From an optimization exercise on the open Yosys and OpenROAD flow, aimed at small area and a short achievable clock period; shortcuts taken in it are not production practice.
Where RTL was checked, it was by simulation tests only, not by an equivalence proof against the original.
Power figures rest on the tool's default switching activity, not on a simulated workload.

==> v34: inputs <==
==> flow/design.v <==
package pixel_engine_pkg;
    typedef logic [10-1:0] coord_t;
    typedef logic [2:0] pal_idx_t;
    typedef struct packed {
        logic [3:0] red;
        logic [3:0] green;
        logic [3:0] blue;
    } rgb444_t;
    typedef struct packed {
        logic [3:0] rsvd_b;
        rgb444_t    colour_b;
        logic [3:0] rsvd_a;
        rgb444_t    colour_a;
    } palette_entry_t;
    typedef enum logic {
        KIND_WALL   = 1'b0,
        KIND_BULLET = 1'b1
    } object_kind_t;
    typedef struct packed {
        logic [6:0]   reserved;   
        pal_idx_t     pal_idx;    
        coord_t       y;
        coord_t       x;
        object_kind_t kind;
        logic         valid;
    } object_entry_t;
    typedef struct packed {
        logic       invert;
        logic [6:0] reserved;
        pal_idx_t   fg_idx;
        logic       fg_sel;
        pal_idx_t   bg_idx;
        logic       bg_sel;
    } text_cell_t;
    typedef struct packed {
        logic [7:0] red;
        logic [7:0] green;
        logic [7:0] blue;
    } rgb_t;
    function automatic rgb_t widen(rgb444_t c);
        widen = {c.red, c.red, c.green, c.green, c.blue, c.blue};
    endfunction
endpackage
`timescale 1ns/1ns
module sprite_regs (
    input  logic                           pixel_clk,
    input  logic                           reset,
    input  logic                           psel,
    input  logic                           penable,
    input  logic                           pwrite,
    input  logic [8-1:0]         paddr,
    input  logic [32-1:0]         pwdata,
    output logic [32-1:0]         prdata,
    output logic                           pready,
    output logic                           pslverr,
    output logic [8*32-1:0]     palette,        
    output logic [16*25-1:0]     object_table,   
    output logic                           obj_wr,         
    output logic [3:0]                     obj_wr_slot,
    output logic [3:0]                     obj_wr_old      
);
    logic        pal_sel;    
    logic        obj_sel;    
    logic        wr_en;
    logic [31:0] wdata;      
    assign pal_sel = paddr[7:5] == 3'b000;
    assign obj_sel = paddr[7:6] == 2'b01;
    assign wr_en   = psel && penable && pwrite;
    assign wdata   = reset ? 32'd0 : pwdata;
    for (genvar i = 0; i < 8; i++) begin : g_pal
        always_ff @(posedge pixel_clk) begin
            if (reset || (wr_en && pal_sel && paddr[4:2] == i)) begin
                palette[i*32 +: 32] <= wdata;
            end
        end
    end
    for (genvar j = 0; j < 16; j++) begin : g_obj
        always_ff @(posedge pixel_clk) begin
            if (reset || (wr_en && obj_sel && paddr[5:2] == j)) begin
                object_table[j*25 +: 25] <= wdata[24:0];
            end
        end
    end
    logic [8-1:0] pal_rd;
    logic [16-1:0] obj_rd;
    for (genvar i = 0; i < 8; i++) begin : g_pal_rd
        assign pal_rd[i] = pal_sel && paddr[4:2] == i;
    end
    for (genvar j = 0; j < 16; j++) begin : g_obj_rd
        assign obj_rd[j] = obj_sel && paddr[5:2] == j;
    end
    always_comb begin
        prdata = '0;
        for (int i = 0; i < 8; i++) begin
            prdata = prdata | (palette[i*32 +: 32] & {32{pal_rd[i]}});
        end
        for (int j = 0; j < 16; j++) begin
            prdata[24:0] = prdata[24:0] | (object_table[j*25 +: 25] & {25{obj_rd[j]}});
        end
    end
    assign obj_wr      = wr_en && obj_sel && !reset;
    assign obj_wr_slot = paddr[5:2];
    assign obj_wr_old  = {prdata[1], prdata[24:22]};
    assign pready  = 1'b1;
    assign pslverr = psel && penable && !(pal_sel || obj_sel);
endmodule
`timescale 1ns/1ns
module axis_test (
    input  logic [9:0] npos,    
    input  logic [9:0] org,     
    output logic       wall,    
    output logic       near,    
    output logic [1:0] cls      
);
    logic [9:0] pos;
    logic [4:0] dl;          
    logic [5:0] bl;          
    logic [4:0] e;           
    logic [5:0] ch;          
    logic       e0, e1, em1;
    logic       lo_small, lo_big;
    assign pos = ~npos;
    assign bl[0] = 1'b0;
    assign ch[0] = 1'b0;
    for (genvar i = 0; i < 5; i++) begin : g_bit
        assign dl[i]   = pos[i] ^ org[i] ^ bl[i];
        assign bl[i+1] = (~pos[i] & org[i]) | (~(pos[i] ^ org[i]) & bl[i]);
        assign e[i]    = npos[i+5] ^ org[i+5] ^ ch[i];
        assign ch[i+1] = (npos[i+5] & org[i+5]) | (npos[i+5] & ch[i]) | (org[i+5] & ch[i]);
    end
    assign e0  = e == 5'd31;
    assign e1  = e == 5'd30 && !ch[5];
    assign em1 = e == 5'd0  &&  ch[5];
    assign lo_small = dl[4:3] == 2'b00 && (!dl[2] || dl[1:0] == 2'b00);
    assign lo_big   = dl[4:3] == 2'b11 && dl[2];
    assign wall = bl[5] ? e1 : e0;
    assign near = (lo_small && wall) || (lo_big && (bl[5] ? e0 : em1));
    always_comb begin
        case (dl[2:0])
            3'b000:                         cls = 2'd0;
            3'b001, 3'b111, 3'b010, 3'b110: cls = 2'd1;
            3'b011, 3'b101:                 cls = 2'd2;
            default:                        cls = 2'd3;
        endcase
    end
endmodule
module object_hit (
    input  logic [24:0]                     entry,     
    input  pixel_engine_pkg::coord_t        ndraw_x,   
    input  pixel_engine_pkg::coord_t        ndraw_y,
    output logic                            hit
);
    logic       wx, wy, nx, ny;
    logic [1:0] cx, cy;
    logic       disc;
    axis_test u_x (.npos(ndraw_x), .org(entry[11:2]),  .wall(wx), .near(nx), .cls(cx));
    axis_test u_y (.npos(ndraw_y), .org(entry[21:12]), .wall(wy), .near(ny), .cls(cy));
    always_comb begin
        case ({cx, cy})
            4'b00_00, 4'b00_01, 4'b00_10, 4'b00_11,
            4'b01_00, 4'b01_01, 4'b01_10,
            4'b10_00, 4'b10_01,
            4'b11_00: disc = 1'b1;
            default:  disc = 1'b0;
        endcase
    end
    assign hit = entry[0] && (entry[1] ? (nx && ny && disc) : (wx && wy));
endmodule
`timescale 1ns/1ns
module layer_compositor (
    input  logic                                                pixel_clk,
    input  logic                                                reset,
    input  logic [16-1:0]                             hit,
    input  logic [16*25-1:0]                          object_table,
    input  logic                                                obj_wr,      
    input  logic [3:0]                                          obj_wr_slot,
    input  logic [3:0]                                          obj_wr_old,  
    input  logic [8*32-1:0]                          palette,    
    input  pixel_engine_pkg::coord_t                            draw_x,
    input  pixel_engine_pkg::coord_t                            draw_y,
    input  logic                                                video_on,
    input  pixel_engine_pkg::text_cell_t                        char_code,
    input  logic [7:0]                                          font_row,
    output pixel_engine_pkg::rgb_t                              rgb
);
    localparam logic [1:0] K_BLACK  = 2'd0;
    localparam logic [1:0] K_BULLET = 2'd1;
    localparam logic [1:0] K_MORTAR = 2'd2;
    localparam logic [1:0] K_BRICK  = 2'd3;
    logic        font_bit;
    logic        obj_on;
    logic        obj_bullet;
    logic [2:0]  obj_idx;
    logic        s1_video_on;
    logic        s1_text_on;
    logic [3:0]  s1_text;     
    logic [16-1:0] s1_hit;
    logic        s1_wr;
    logic [3:0]  s1_wr_slot;
    logic [3:0]  s1_wr_old;
    logic        s1_mortar;
    logic [4:0]  code_next;
    logic [4:0]  s2_code;
    logic [11:0] colour;      
    logic        dup;         
    logic [11:0] q_colour;
    logic        q_dup;
    assign font_bit = font_row[3'd7 - draw_x[2:0]] ^ char_code[15];
    always_ff @(posedge pixel_clk) begin
        if (reset) begin
            s1_video_on <= 1'b0;
        end else begin
            s1_video_on <= video_on;
        end
    end
    always_ff @(posedge pixel_clk) begin
        s1_text_on    <= char_code != '0;
        s1_text       <= font_bit ? char_code[7:4] : char_code[3:0];
        s1_hit        <= hit;
        s1_wr         <= obj_wr;
        s1_wr_slot    <= obj_wr_slot;
        s1_wr_old     <= obj_wr_old;
        s1_mortar     <= draw_x[4:0] == 5'd0 || draw_y[3:0] == 4'd0;
    end
    logic [16-1:0] win;
    logic [3:0]              win_info;   
    logic                    win_wr;     
    always_comb begin
        win      = '0;
        win_info = '0;
        win_wr   = 1'b0;
        for (int i = 0; i < 16; i++) begin
            win[i]   = s1_hit[i] && !(|(s1_hit & ((16)'(1) << i) - 1'b1));
            win_info = win_info | ({object_table[i*25 + 1], object_table[i*25 + 22 +: 3]} & {4{win[i]}});
            win_wr   = win_wr | (win[i] && s1_wr_slot == i);
        end
        obj_on = |s1_hit;
        {obj_bullet, obj_idx} = (s1_wr && win_wr) ? s1_wr_old : win_info;
    end
    always_comb begin
        if (!s1_video_on) begin
            code_next = {3'b000, K_BLACK};
        end else if (s1_text_on) begin
            code_next = {1'b1, s1_text};
        end else if (obj_on) begin
            code_next = obj_bullet ? {3'b000, K_BULLET} : {1'b1, obj_idx, 1'b0};
        end else if (s1_mortar) begin
            code_next = {3'b000, K_MORTAR};
        end else begin
            code_next = {3'b000, K_BRICK};
        end
    end
    always_ff @(posedge pixel_clk) begin
        if (reset) begin
            s2_code <= '0;
        end else begin
            s2_code <= code_next;
        end
    end
    always_comb begin
        colour = 12'h000;
        for (int k = 0; k < 2 * 8; k++) begin
            if (s2_code == {1'b1, 4'(k)}) begin
                colour = colour | palette[(k >> 1)*32 + (k & 1)*16 +: 12];
            end
        end
        case (s2_code)
            {3'b000, K_BULLET}: colour = colour | 12'hf50;
            {3'b000, K_MORTAR}: colour = colour | 12'h888;
            {3'b000, K_BRICK}:  colour = colour | 12'ha32;
            default:            colour = colour;
        endcase
        dup = s2_code[4] || s2_code[1:0] == K_BULLET;
    end
    always_ff @(posedge pixel_clk) begin
        if (reset) begin
            q_colour <= '0;
            q_dup    <= 1'b0;
        end else begin
            q_colour <= colour;
            q_dup    <= dup;
        end
    end
    assign rgb = {q_colour[11:8], q_colour[11:8] & {4{q_dup}},
                  q_colour[7:4],  q_colour[7:4]  & {4{q_dup}},
                  q_colour[3:0],  q_colour[3:0]  & {4{q_dup}}};
endmodule
`timescale 1ns/1ns
module pixel_engine (
    input  logic                         pixel_clk,
    input  logic                         reset,
    input  pixel_engine_pkg::coord_t     draw_x,
    input  pixel_engine_pkg::coord_t     draw_y,
    input  logic                         video_on,
    input  pixel_engine_pkg::text_cell_t char_code,
    input  logic [7:0]                   font_row,
    input  logic                         psel,
    input  logic                         penable,
    input  logic                         pwrite,
    input  logic [8-1:0]       paddr,
    input  logic [32-1:0]       pwdata,
    output logic [32-1:0]       prdata,
    output logic                         pready,
    output logic                         pslverr,
    output pixel_engine_pkg::rgb_t       rgb
);
    logic [8*32-1:0] palette;
    logic [16*25-1:0] object_table;
    logic [16-1:0]    hit;
    logic                       obj_wr;
    logic [3:0]                 obj_wr_slot;
    logic [3:0]                 obj_wr_old;
    sprite_regs u_regs (
        .pixel_clk    (pixel_clk),
        .reset        (reset),
        .psel         (psel),
        .penable      (penable),
        .pwrite       (pwrite),
        .paddr        (paddr),
        .pwdata       (pwdata),
        .prdata       (prdata),
        .pready       (pready),
        .pslverr      (pslverr),
        .palette      (palette),
        .object_table (object_table),
        .obj_wr       (obj_wr),
        .obj_wr_slot  (obj_wr_slot),
        .obj_wr_old   (obj_wr_old)
    );
    pixel_engine_pkg::coord_t ndraw_x, ndraw_y;
    assign ndraw_x = ~draw_x;
    assign ndraw_y = ~draw_y;
    for (genvar i = 0; i < 16; i++) begin : g_obj
        object_hit u_hit (
            .entry  (object_table[i*25 +: 25]),
            .ndraw_x(ndraw_x),
            .ndraw_y(ndraw_y),
            .hit    (hit[i])
        );
    end
    layer_compositor u_comp (
        .pixel_clk    (pixel_clk),
        .reset        (reset),
        .hit          (hit),
        .object_table (object_table),
        .obj_wr       (obj_wr),
        .obj_wr_slot  (obj_wr_slot),
        .obj_wr_old   (obj_wr_old),
        .palette      (palette),
        .draw_x       (draw_x),
        .draw_y       (draw_y),
        .video_on     (video_on),
        .char_code    (char_code),
        .font_row     (font_row),
        .rgb          (rgb)
    );
endmodule
==> flow/run.sh <==
#!/bin/bash
# synth_recipe.tcl (not shown) runs the flow's synth.tcl, then flattens the netlist and writes it again
# the make line also repeats each setting of config.mk as NAME=value (left out here)
make -C /OpenROAD-flow-scripts/flow DESIGN_CONFIG=/design/flow/config.mk WORK_HOME=/design/flow/orfs CLKGATE_MAP_FILE= SYNTH_SCRIPT=/design/flow/synth_recipe.tcl finish
==> flow/config.mk <==
export PLATFORM = sky130hd
export DESIGN_NAME = pixel_engine
export DESIGN_NICKNAME = pixel_engine
export VERILOG_FILES = /design/flow/design.v
export SDC_FILE = /design/flow/constraint.sdc
export NUM_CORES = 4
export LEC_CHECK = 0
export CAP_MARGIN = 20
export CORE_MARGIN = 2
export CORE_UTILIZATION = 40
export SETUP_SLACK_MARGIN = 3.8
export SLEW_MARGIN = 20
export TNS_END_PERCENT = 100
==> flow/constraint.sdc <==
create_clock -name core_clock -period 10.0 [get_ports {pixel_clk}]
set_input_delay 2.0000 -clock core_clock [delete_from_list [all_inputs] [get_ports {pixel_clk}]]
set_output_delay 2.0000 -clock core_clock [all_outputs]
set_load 0.01 [all_outputs]
==> v16: changes against v34 <==
--- a/flow/design.v
+++ b/flow/design.v
@@ -55,8 +55,5 @@
     output logic                           pslverr,
     output logic [8*32-1:0]     palette,        
-    output logic [16*25-1:0]     object_table,   
-    output logic                           obj_wr,         
-    output logic [3:0]                     obj_wr_slot,
-    output logic [3:0]                     obj_wr_old      
+    output logic [16*25-1:0]     object_table    
 );
     logic        pal_sel;    
@@ -99,7 +96,4 @@
         end
     end
-    assign obj_wr      = wr_en && obj_sel && !reset;
-    assign obj_wr_slot = paddr[5:2];
-    assign obj_wr_old  = {prdata[1], prdata[24:22]};
     assign pready  = 1'b1;
     assign pslverr = psel && penable && !(pal_sel || obj_sel);
@@ -173,7 +167,4 @@
     input  logic [16-1:0]                             hit,
     input  logic [16*25-1:0]                          object_table,
-    input  logic                                                obj_wr,      
-    input  logic [3:0]                                          obj_wr_slot,
-    input  logic [3:0]                                          obj_wr_old,  
     input  logic [8*32-1:0]                          palette,    
     input  pixel_engine_pkg::coord_t                            draw_x,
@@ -195,8 +186,7 @@
     logic        s1_text_on;
     logic [3:0]  s1_text;     
-    logic [16-1:0] s1_hit;
-    logic        s1_wr;
-    logic [3:0]  s1_wr_slot;
-    logic [3:0]  s1_wr_old;
+    logic        s1_obj_on;
+    logic        s1_obj_bullet;
+    logic [2:0]  s1_obj_idx;
     logic        s1_mortar;
     logic [4:0]  code_next;
@@ -207,4 +197,17 @@
     logic        q_dup;
     assign font_bit = font_row[3'd7 - draw_x[2:0]] ^ char_code[15];
+    logic [3:0] node_info [0:2*16-2];   
+    logic       node_on   [0:2*16-2];
+    for (genvar i = 0; i < 16; i++) begin : g_leaf
+        assign node_on[16-1+i]   = hit[i];
+        assign node_info[16-1+i] = {object_table[i*25 + 1], object_table[i*25 + 22 +: 3]};
+    end
+    for (genvar n = 16-2; n >= 0; n--) begin : g_node
+        assign node_on[n]   = node_on[2*n+1] || node_on[2*n+2];
+        assign node_info[n] = node_on[2*n+1] ? node_info[2*n+1] : node_info[2*n+2];
+    end
+    assign obj_on     = node_on[0];
+    assign obj_bullet = node_info[0][3];
+    assign obj_idx    = node_info[0][2:0];
     always_ff @(posedge pixel_clk) begin
         if (reset) begin
@@ -217,25 +220,9 @@
         s1_text_on    <= char_code != '0;
         s1_text       <= font_bit ? char_code[7:4] : char_code[3:0];
-        s1_hit        <= hit;
-        s1_wr         <= obj_wr;
-        s1_wr_slot    <= obj_wr_slot;
-        s1_wr_old     <= obj_wr_old;
+        s1_obj_on     <= obj_on;
+        s1_obj_bullet <= obj_bullet;
+        s1_obj_idx    <= obj_idx;
         s1_mortar     <= draw_x[4:0] == 5'd0 || draw_y[3:0] == 4'd0;
     end
-    logic [16-1:0] win;
-    logic [3:0]              win_info;   
-    logic                    win_wr;     
-    always_comb begin
-        win      = '0;
-        win_info = '0;
-        win_wr   = 1'b0;
-        for (int i = 0; i < 16; i++) begin
-            win[i]   = s1_hit[i] && !(|(s1_hit & ((16)'(1) << i) - 1'b1));
-            win_info = win_info | ({object_table[i*25 + 1], object_table[i*25 + 22 +: 3]} & {4{win[i]}});
-            win_wr   = win_wr | (win[i] && s1_wr_slot == i);
-        end
-        obj_on = |s1_hit;
-        {obj_bullet, obj_idx} = (s1_wr && win_wr) ? s1_wr_old : win_info;
-    end
     always_comb begin
         if (!s1_video_on) begin
@@ -243,6 +230,6 @@
         end else if (s1_text_on) begin
             code_next = {1'b1, s1_text};
-        end else if (obj_on) begin
-            code_next = obj_bullet ? {3'b000, K_BULLET} : {1'b1, obj_idx, 1'b0};
+        end else if (s1_obj_on) begin
+            code_next = s1_obj_bullet ? {3'b000, K_BULLET} : {1'b1, s1_obj_idx, 1'b0};
         end else if (s1_mortar) begin
             code_next = {3'b000, K_MORTAR};
@@ -308,7 +295,4 @@
     logic [16*25-1:0] object_table;
     logic [16-1:0]    hit;
-    logic                       obj_wr;
-    logic [3:0]                 obj_wr_slot;
-    logic [3:0]                 obj_wr_old;
     sprite_regs u_regs (
         .pixel_clk    (pixel_clk),
@@ -323,8 +307,5 @@
         .pslverr      (pslverr),
         .palette      (palette),
-        .object_table (object_table),
-        .obj_wr       (obj_wr),
-        .obj_wr_slot  (obj_wr_slot),
-        .obj_wr_old   (obj_wr_old)
+        .object_table (object_table)
     );
     pixel_engine_pkg::coord_t ndraw_x, ndraw_y;
@@ -344,7 +325,4 @@
         .hit          (hit),
         .object_table (object_table),
-        .obj_wr       (obj_wr),
-        .obj_wr_slot  (obj_wr_slot),
-        .obj_wr_old   (obj_wr_old),
         .palette      (palette),
         .draw_x       (draw_x),
==> flow/flow/run.sh (new file) <==
#!/bin/bash
# The standard layout (standard.sh), with plain buffers on the ports in place
# of the delay-cell buffers ORFS picks by default, and clock tree synthesis
# without dummy loads. The make output goes to standard.log; ORFS keeps each
# step's log under orfs/logs.
set -euo pipefail
export BUFFER_PORTS_ARGS="-buffer_cell sky130_fd_sc_hd__buf_2"
export CTS_ARGS="-sink_clustering_enable -repair_clock_nets -sink_clustering_size 24 -sink_clustering_max_diameter 100 -dont_use_dummy_load"
bash standard.sh > standard.log 2>&1
==> flow/standard.sh (new file) <==
#!/bin/bash
# synth_recipe.tcl (not shown) runs the flow's synth.tcl, then flattens the netlist and writes it again
# the make line also repeats each setting of config.mk as NAME=value (left out here)
make -C /OpenROAD-flow-scripts/flow DESIGN_CONFIG=/design/flow/config.mk WORK_HOME=/design/flow/orfs CLKGATE_MAP_FILE= SYNTH_SCRIPT=/design/flow/synth_recipe.tcl "${@:-finish}"
--- a/flow/config.mk
+++ b/flow/config.mk
@@ -8,5 +8,6 @@
 export CAP_MARGIN = 20
 export CORE_MARGIN = 2
-export CORE_UTILIZATION = 40
+export CORE_UTILIZATION = 50
+export PLACE_DENSITY = 0.65
 export SETUP_SLACK_MARGIN = 3.8
 export SLEW_MARGIN = 20
removed: flow/run.sh
==> v35: changes against v34 <==
--- a/flow/design.v
+++ b/flow/design.v
@@ -55,8 +55,5 @@
     output logic                           pslverr,
     output logic [8*32-1:0]     palette,        
-    output logic [16*25-1:0]     object_table,   
-    output logic                           obj_wr,         
-    output logic [3:0]                     obj_wr_slot,
-    output logic [3:0]                     obj_wr_old      
+    output logic [16*25-1:0]     object_table    
 );
     logic        pal_sel;    
@@ -90,4 +87,21 @@
         assign obj_rd[j] = obj_sel && paddr[5:2] == j;
     end
+    read_mux u_rd (
+        .pal_rd       (pal_rd),
+        .obj_rd       (obj_rd),
+        .palette      (palette),
+        .object_table (object_table),
+        .prdata       (prdata)
+    );
+    assign pready  = 1'b1;
+    assign pslverr = psel && penable && !(pal_sel || obj_sel);
+endmodule
+module read_mux (
+    input  logic [8-1:0]     pal_rd,
+    input  logic [16-1:0]     obj_rd,
+    input  logic [8*32-1:0]  palette,
+    input  logic [16*25-1:0]  object_table,
+    output logic [32-1:0]      prdata
+);
     always_comb begin
         prdata = '0;
@@ -99,9 +113,4 @@
         end
     end
-    assign obj_wr      = wr_en && obj_sel && !reset;
-    assign obj_wr_slot = paddr[5:2];
-    assign obj_wr_old  = {prdata[1], prdata[24:22]};
-    assign pready  = 1'b1;
-    assign pslverr = psel && penable && !(pal_sel || obj_sel);
 endmodule
 `timescale 1ns/1ns
@@ -173,7 +182,4 @@
     input  logic [16-1:0]                             hit,
     input  logic [16*25-1:0]                          object_table,
-    input  logic                                                obj_wr,      
-    input  logic [3:0]                                          obj_wr_slot,
-    input  logic [3:0]                                          obj_wr_old,  
     input  logic [8*32-1:0]                          palette,    
     input  pixel_engine_pkg::coord_t                            draw_x,
@@ -195,8 +201,7 @@
     logic        s1_text_on;
     logic [3:0]  s1_text;     
-    logic [16-1:0] s1_hit;
-    logic        s1_wr;
-    logic [3:0]  s1_wr_slot;
-    logic [3:0]  s1_wr_old;
+    logic        s1_obj_on;
+    logic        s1_obj_bullet;
+    logic [2:0]  s1_obj_idx;
     logic        s1_mortar;
     logic [4:0]  code_next;
@@ -207,4 +212,17 @@
     logic        q_dup;
     assign font_bit = font_row[3'd7 - draw_x[2:0]] ^ char_code[15];
+    logic [3:0] node_info [0:2*16-2];   
+    logic       node_on   [0:2*16-2];
+    for (genvar i = 0; i < 16; i++) begin : g_leaf
+        assign node_on[16-1+i]   = hit[i];
+        assign node_info[16-1+i] = {object_table[i*25 + 1], object_table[i*25 + 22 +: 3]};
+    end
+    for (genvar n = 16-2; n >= 0; n--) begin : g_node
+        assign node_on[n]   = node_on[2*n+1] || node_on[2*n+2];
+        assign node_info[n] = node_on[2*n+1] ? node_info[2*n+1] : node_info[2*n+2];
+    end
+    assign obj_on     = node_on[0];
+    assign obj_bullet = node_info[0][3];
+    assign obj_idx    = node_info[0][2:0];
     always_ff @(posedge pixel_clk) begin
         if (reset) begin
@@ -217,25 +235,9 @@
         s1_text_on    <= char_code != '0;
         s1_text       <= font_bit ? char_code[7:4] : char_code[3:0];
-        s1_hit        <= hit;
-        s1_wr         <= obj_wr;
-        s1_wr_slot    <= obj_wr_slot;
-        s1_wr_old     <= obj_wr_old;
+        s1_obj_on     <= obj_on;
+        s1_obj_bullet <= obj_bullet;
+        s1_obj_idx    <= obj_idx;
         s1_mortar     <= draw_x[4:0] == 5'd0 || draw_y[3:0] == 4'd0;
     end
-    logic [16-1:0] win;
-    logic [3:0]              win_info;   
-    logic                    win_wr;     
-    always_comb begin
-        win      = '0;
-        win_info = '0;
-        win_wr   = 1'b0;
-        for (int i = 0; i < 16; i++) begin
-            win[i]   = s1_hit[i] && !(|(s1_hit & ((16)'(1) << i) - 1'b1));
-            win_info = win_info | ({object_table[i*25 + 1], object_table[i*25 + 22 +: 3]} & {4{win[i]}});
-            win_wr   = win_wr | (win[i] && s1_wr_slot == i);
-        end
-        obj_on = |s1_hit;
-        {obj_bullet, obj_idx} = (s1_wr && win_wr) ? s1_wr_old : win_info;
-    end
     always_comb begin
         if (!s1_video_on) begin
@@ -243,6 +245,6 @@
         end else if (s1_text_on) begin
             code_next = {1'b1, s1_text};
-        end else if (obj_on) begin
-            code_next = obj_bullet ? {3'b000, K_BULLET} : {1'b1, obj_idx, 1'b0};
+        end else if (s1_obj_on) begin
+            code_next = s1_obj_bullet ? {3'b000, K_BULLET} : {1'b1, s1_obj_idx, 1'b0};
         end else if (s1_mortar) begin
             code_next = {3'b000, K_MORTAR};
@@ -308,7 +310,4 @@
     logic [16*25-1:0] object_table;
     logic [16-1:0]    hit;
-    logic                       obj_wr;
-    logic [3:0]                 obj_wr_slot;
-    logic [3:0]                 obj_wr_old;
     sprite_regs u_regs (
         .pixel_clk    (pixel_clk),
@@ -323,8 +322,5 @@
         .pslverr      (pslverr),
         .palette      (palette),
-        .object_table (object_table),
-        .obj_wr       (obj_wr),
-        .obj_wr_slot  (obj_wr_slot),
-        .obj_wr_old   (obj_wr_old)
+        .object_table (object_table)
     );
     pixel_engine_pkg::coord_t ndraw_x, ndraw_y;
@@ -344,7 +340,4 @@
         .hit          (hit),
         .object_table (object_table),
-        .obj_wr       (obj_wr),
-        .obj_wr_slot  (obj_wr_slot),
-        .obj_wr_old   (obj_wr_old),
         .palette      (palette),
         .draw_x       (draw_x),
==> flow/flow/run.sh (new file) <==
#!/bin/bash
# The standard layout (standard.sh), with plain buffers on the ports in place
# of the delay-cell buffers ORFS picks by default. The make output goes to
# standard.log; ORFS keeps each step's log under orfs/logs.
set -euo pipefail
export BUFFER_PORTS_ARGS="-buffer_cell sky130_fd_sc_hd__buf_2"
bash standard.sh > standard.log 2>&1
==> flow/standard.sh (new file) <==
#!/bin/bash
# synth_recipe.tcl (not shown) runs the flow's synth.tcl, then flattens the netlist and writes it again
# the make line also repeats each setting of config.mk as NAME=value (left out here)
make -C /OpenROAD-flow-scripts/flow DESIGN_CONFIG=/design/flow/config.mk WORK_HOME=/design/flow/orfs CLKGATE_MAP_FILE= SYNTH_SCRIPT=/design/flow/synth_recipe.tcl "${@:-finish}"
--- a/flow/config.mk
+++ b/flow/config.mk
@@ -9,5 +9,9 @@
 export CORE_MARGIN = 2
 export CORE_UTILIZATION = 40
+export CTS_CLUSTER_DIAMETER = 100
+export CTS_CLUSTER_SIZE = 24
 export SETUP_SLACK_MARGIN = 3.8
 export SLEW_MARGIN = 20
+export SYNTH_HIERARCHICAL = 1
+export SYNTH_MINIMUM_KEEP_SIZE = 1000
 export TNS_END_PERCENT = 100
removed: flow/run.sh
==> comparison <==
Against v34, the sequential power of v35 is lower by about 2%. Against v16, the clock skew of v34 is lower by 0.037 ns. First-iteration DRC count: v16 > v35 > v34. Synthesized area, lowest first: v16, v35, v34. Of v34 and v35, v34 has the higher routed wire length (gap 4.4%, measured against v35). Of v16 and v35, v16 has the higher via count (gap 1.6%, measured against v35). Between v34 and v16, the lower die area is in v16 (gap about 25%, measured against v16). Of v34 and v35, v34 has the higher clock power (gap 80%, measured against v35).
Function not checked in v34 and v35: the RTL went through the layout flow alone.

separate check: timing with driven ports:
The flow's constraints put no driver on any port. The routed layouts listed below were extracted and timed again, unchanged, in two steps.
Step 1 sets driving cells, clkbuf_16 on the clock port and buf_2 on the other inputs (assumed; they add their load-dependent delay and slew).
Step 2 times the ports against the registers' clock, not the clock port: input delays grow and output delays shrink by t, the midpoint of the rising clock arrivals with the driver on.
a / b / c = ideal ports / drivers / drivers and shift; a / b = the first two.
| run | shift t [ns] | slack for setup (ns) | worst setup path after step 2 |
|---|---|---|---|
| v34 | 0.713 | 3.680 / 3.717 / 3.004 | input to register |
| v16 | 0.662 | 3.728 / 3.698 / 3.168 | input to register |
| v35 | 0.676 | 3.707 / 3.676 / 3.087 | input to register |
After both steps every run listed still meets setup and hold. For v34, which loses most, drivers alone change the setup slack by +0.037 ns; drivers and shift together by -0.676 ns.
